This design comes from an exercise in tuning for small area on the open sky130 flow, not from production work. In this exercise RTL edits were held to simulation tests only and were not proved equivalent to the original. Power and IR drop assume default switching activity. The clock port is modelled as an ideal driver; clocking choices that lean on that would not hold on a real chip.

Design led_matrix_pwm_scanner, start of the top module:
module led_matrix_pwm_scanner #(
  parameter int COLUMNS  = lmps_pkg::COLUMNS_DEF,
  parameter int CHANNELS = lmps_pkg::CHANNELS_DEF
) (
  input  logic                              clk,
  input  logic                              rst,
  input  logic                              s_tvalid,
  output logic                              s_tready,
  input  logic [lmps_pkg::IN_DATA_W-1:0]    s_tdata,
  input  logic [lmps_pkg::OP_W-1:0]         s_tuser,
  output logic                              m_tvalid,
  input  logic                              m_tready,
  output logic [lmps_pkg::OUT_DATA_W-1:0]   m_tdata
);
Size in the first run: about 64 I/O pins, ~0.015 sq mm of cells after synthesis.
==> module led_matrix_pwm_scanner, before the edit <==
module led_matrix_pwm_scanner #(
  parameter int COLUMNS  = lmps_pkg::COLUMNS_DEF,
  parameter int CHANNELS = lmps_pkg::CHANNELS_DEF
) (
  input  logic                              clk,
  input  logic                              rst,
  input  logic                              s_tvalid,
  output logic                              s_tready,
  input  logic [lmps_pkg::IN_DATA_W-1:0]    s_tdata,
  input  logic [lmps_pkg::OP_W-1:0]         s_tuser,
  output logic                              m_tvalid,
  input  logic                              m_tready,
  output logic [lmps_pkg::OUT_DATA_W-1:0]   m_tdata
);
  localparam int LW = 5;
  localparam int FN = 120;
  localparam int LN = 15;
  logic [FN*LW-1:0] fr;
  logic [LN*LW-1:0] lr;
  logic [LW-1:0]    ftail, ltail, fin, lin, wdata;
  logic [7:0]       wbyte;
  logic [1:0] sub;
  logic [2:0] rowp;
  logic [2:0] colp;
  logic [3:0]  tcnt;
  logic [2:0]  pcol;
  logic [14:0] dsr;
  logic [14:0] drive;
  logic        reloaded;
  logic        primed;
  logic        init;
  logic can_proc, slot0, slot_last, active;
  logic is_tick, is_write, is_clear, row_ok;
  logic wr_here, clr, reload, upd, dbit, accept;
  logic [LW-1:0] cur;
  assign ftail = fr[FN*LW-1 -: LW];
  assign ltail = lr[LN*LW-1 -: LW];
  assign is_tick  = (s_tuser == 2'd0);
  assign is_write = (s_tuser == 2'd1);
  assign is_clear = (s_tuser == 2'd2);
  assign row_ok   = (s_tdata[5:3] < 3'd5);
  assign can_proc  = s_tvalid && !m_tvalid && !init;
  assign slot0     = (sub == 2'd0) && (rowp == 3'd0) && (colp == 3'd0);
  assign slot_last = (sub == 2'd2) && (rowp == 3'd4) && (colp == 3'd7);
  assign active    = primed || (can_proc && slot0);
  assign wr_here = s_tvalid && is_write && row_ok &&
                   (colp == s_tdata[2:0]) && (rowp == s_tdata[5:3]);
  always_comb begin
    case (sub)
      2'd0:    wbyte = s_tdata[21:14];
      2'd1:    wbyte = s_tdata[13:6];
      default: wbyte = s_tdata[29:22];
    endcase
  end
  assign wdata = wbyte[4:0] | {LW{|wbyte[7:5]}};
  assign clr = init || (s_tvalid && is_clear);
  assign fin = wr_here ? wdata : (clr ? '0 : ftail);
  assign upd    = active && is_tick && (colp == pcol);
  assign reload = (tcnt == 4'b1000);
  assign cur    = reload ? ftail : ltail;
  assign lin    = init ? '0 : (upd ? cur - 5'd1 : ltail);
  assign dbit   = !init && (upd ? ((cur != '0) && !cur[4]) : dsr[0]);
  assign accept   = primed && slot_last;
  assign s_tready = accept;
  always_ff @(posedge clk) begin
    fr <= {fr[FN*LW-LW-1:0], fin};
    lr <= {lr[LN*LW-LW-1:0], lin};
    if ((active && is_tick) || init) begin
      dsr <= {dbit, dsr[14:1]};
    end
    if (accept) begin
      reloaded <= is_tick && reload;
    end
  end
  always_ff @(posedge clk) begin
    if (rst) begin
      sub      <= '0;
      rowp     <= '0;
      colp     <= '0;
      tcnt     <= '0;
      pcol     <= '0;
      primed   <= 1'b0;
      init     <= 1'b1;
      m_tvalid <= 1'b0;
    end else begin
      sub  <= (sub == 2'd2) ? 2'd0 : sub + 2'd1;
      rowp <= (rowp == 3'd4) ? 3'd0 : rowp + 3'd1;
      colp <= colp + 3'd1;
      if (slot_last) begin
        init <= 1'b0;
      end
      if (accept) begin
        primed <= 1'b0;
      end else if (active) begin
        primed <= 1'b1;
      end
      if (accept && is_tick) begin
        tcnt <= {tcnt[2:0], (tcnt[3] ^ tcnt[2]) || (tcnt == 4'd0)};
        if (reload) begin
          pcol <= pcol + 3'd1;
        end
      end
      m_tvalid <= accept || (m_tvalid && !m_tready);
    end
  end
  for (genvar i = 0; i < 15; i++) begin : g_drive
    assign drive[3 * ((105 + i) % 5) + ((105 + i) % 3)] = dsr[i];
  end
  assign m_tdata = {7'b0000000, reloaded && (pcol == 3'd0), reloaded && (pcol != 3'd0), drive};
endmodule
clock: 10.0 ns
lec_check: 0
cap_margin: 20
core_margin: 2
core_utilization: 70
place_density: 0.8
slew_margin: 20
standard.sh (not shown) runs the stock make flow with config.mk's settings and CLKGATE_MAP_FILE= SYNTH_SCRIPT=/design/flow/synth_recipe.tcl, a recipe that flattens the netlist after the stock synthesis.
==> flow/flow/run.sh <==
#!/bin/bash
# Standard ORFS layout with three changes:
#  - after the standard synthesis, the combinational cells are mapped again
#    for area by Yosys/ABC (flip-flops, their names and cell types untouched);
#  - CTS adds no dummy loads and uses clkbuf_16 clusters of at most 36 sinks;
#  - the port buffers are buf_1.
# Each tool's output goes to a log of its own in this folder.
set -euo pipefail
export CTS_ARGS="-sink_clustering_enable -repair_clock_nets -dont_use_dummy_load -buf_list {sky130_fd_sc_hd__clkbuf_16} -sink_clustering_size 36 -sink_clustering_max_diameter 60"
export BUFFER_PORTS_ARGS="-buffer_cell sky130_fd_sc_hd__buf_1"

bash standard.sh synth > synth.log 2>&1

RES=orfs/results/${FLOW_PLATFORM}/led_matrix_pwm_scanner/base
LIB=${FLOW_HOME}/platforms/${FLOW_PLATFORM}/lib/sky130_fd_sc_hd__tt_025C_1v80.lib
YOSYS=${FLOW_HOME}/../tools/install/yosys/bin/yosys
[[ -x $YOSYS ]] || YOSYS=yosys
cp ${RES}/1_2_yosys.v std_1_2_yosys.v
DU=""
for c in $(cat flow/dont_use.txt); do DU="$DU -dont_use $c"; done
cat > reopt.ys <<EOS
read_liberty -ignore_miss_func ${LIB}
blackbox sky130_fd_sc_hd__*df* sky130_fd_sc_hd__*dl* sky130_fd_sc_hd__conb*
read_verilog std_1_2_yosys.v
hierarchy -top ${FLOW_TOP}
flatten
opt -purge
abc -liberty ${LIB} ${DU} -script +strash;&get,-n;&st;&deepsyn,-T,30;&dch,-f;&nf,-R,1000;&put
opt_clean -purge
hilomap -singleton -hicell sky130_fd_sc_hd__conb_1 HI -locell sky130_fd_sc_hd__conb_1 LO
insbuf -buf sky130_fd_sc_hd__buf_1 A X
tee -o reopt_stat.txt stat -liberty ${LIB}
write_verilog -noattr -nohex -nodec reopt_1_2_yosys.v
EOS
cat > reopt_check.ys <<EOS
read_liberty -lib ${LIB}
read_verilog reopt_1_2_yosys.v
hierarchy -check -top ${FLOW_TOP}
check -assert -mapped
EOS
# Keep the standard netlist if the new mapping fails or does not check out.
if $YOSYS -s reopt.ys > reopt.log 2>&1 && $YOSYS -s reopt_check.ys > reopt_check.log 2>&1; then
  cp reopt_1_2_yosys.v ${RES}/1_2_yosys.v
  rm -f ${RES}/1_synth.odb ${RES}/1_synth.sdc
fi

bash standard.sh finish > finish.log 2>&1
Other scripts of this flow, unchanged in this note and not shown: flow/flow/dont_use.txt
Change:
--- a/flow/design.v
+++ b/flow/design.v
@@ -62,5 +62,5 @@
   logic        init;
   logic can_proc, slot0, slot_last, active;
-  logic is_tick, is_write, is_clear, row_ok;
+  logic is_tick, is_write, is_clear, is_nop, row_ok;
   logic wr_here, clr, reload, upd, dbit, accept;
   logic [LW-1:0] cur;
@@ -70,10 +70,11 @@
   assign is_write = (s_tuser == 2'd1);
   assign is_clear = (s_tuser == 2'd2);
+  assign is_nop   = (s_tuser == 2'd3);
   assign row_ok   = (s_tdata[5:3] < 3'd5);
   assign can_proc  = s_tvalid && !m_tvalid && !init;
   assign slot0     = (sub == 2'd0) && (rowp == 3'd0) && (colp == 3'd0);
   assign slot_last = (sub == 2'd2) && (rowp == 3'd4) && (colp == 3'd7);
-  assign active    = primed || (can_proc && slot0);
-  assign wr_here = s_tvalid && is_write && row_ok &&
+  assign active    = can_proc && (primed || slot0);
+  assign wr_here = can_proc && is_write && row_ok &&
                    (colp == s_tdata[2:0]) && (rowp == s_tdata[5:3]);
   always_comb begin
@@ -85,5 +86,5 @@
   end
   assign wdata = wbyte[4:0] | {LW{|wbyte[7:5]}};
-  assign clr = init || (s_tvalid && is_clear);
+  assign clr = init || (can_proc && is_clear);
   assign fin = wr_here ? wdata : (clr ? '0 : ftail);
   assign upd    = active && is_tick && (colp == pcol);
@@ -92,5 +93,5 @@
   assign lin    = init ? '0 : (upd ? cur - 5'd1 : ltail);
   assign dbit   = !init && (upd ? ((cur != '0) && !cur[4]) : dsr[0]);
-  assign accept   = primed && slot_last;
+  assign accept   = can_proc && (is_nop || (is_write && !row_ok) || (primed && slot_last));
   assign s_tready = accept;
   always_ff @(posedge clk) begin
Total power goes down by about 0.6%. Synthesized cell count hardly moves. Clock-buffer cell count shrinks by 2. Via count goes up by 0.59%. Synthesized area hardly moves. Flip-flop and latch count does not change. Clock skew goes down by 0.016 ns. Setup slack is worse by 1.1 ns. Non-clock buffer count is unchanged. Routed wire length went up by about 4.5%. Cell count falls by about 0.33%. Worst hold slack improved by 0.0082 ns. Cell area stays flat.

[static timing again, ports no longer ideal]
No port has a modelled driver above. Below, the same layouts with a new extraction and two added sets of constraints.
Step 1 (the two cells are an assumption about what drives the block):
set clk [get_ports {clk}]
set_driving_cell -lib_cell sky130_fd_sc_hd__clkbuf_16 $clk
set_driving_cell -lib_cell sky130_fd_sc_hd__buf_2 [delete_from_list [all_inputs] $clk]
Step 2 times the ports against the registers' clock, not the clock port: input delays grow and output delays shrink by t, the midpoint of the rising clock arrivals with the driver on.
Three values: no drivers, after step 1, after step 2; two values: the first two.
run	t, ns	setup slack, ns	worst hold slack (ns)	worst slew at a driven data input, ns
the first run	0.591	5.966 / 5.922 / 5.476	0.295 / 0.295 / 0.295	0.04
the second run	0.593	4.864 / 4.836 / 4.836	0.304 / 0.304 / 0.304	0.05
After both steps setup and hold are still met in every run listed. For the first run, which loses most, drivers alone change the setup slack by -0.044 ns; drivers and shift together by -0.490 ns.
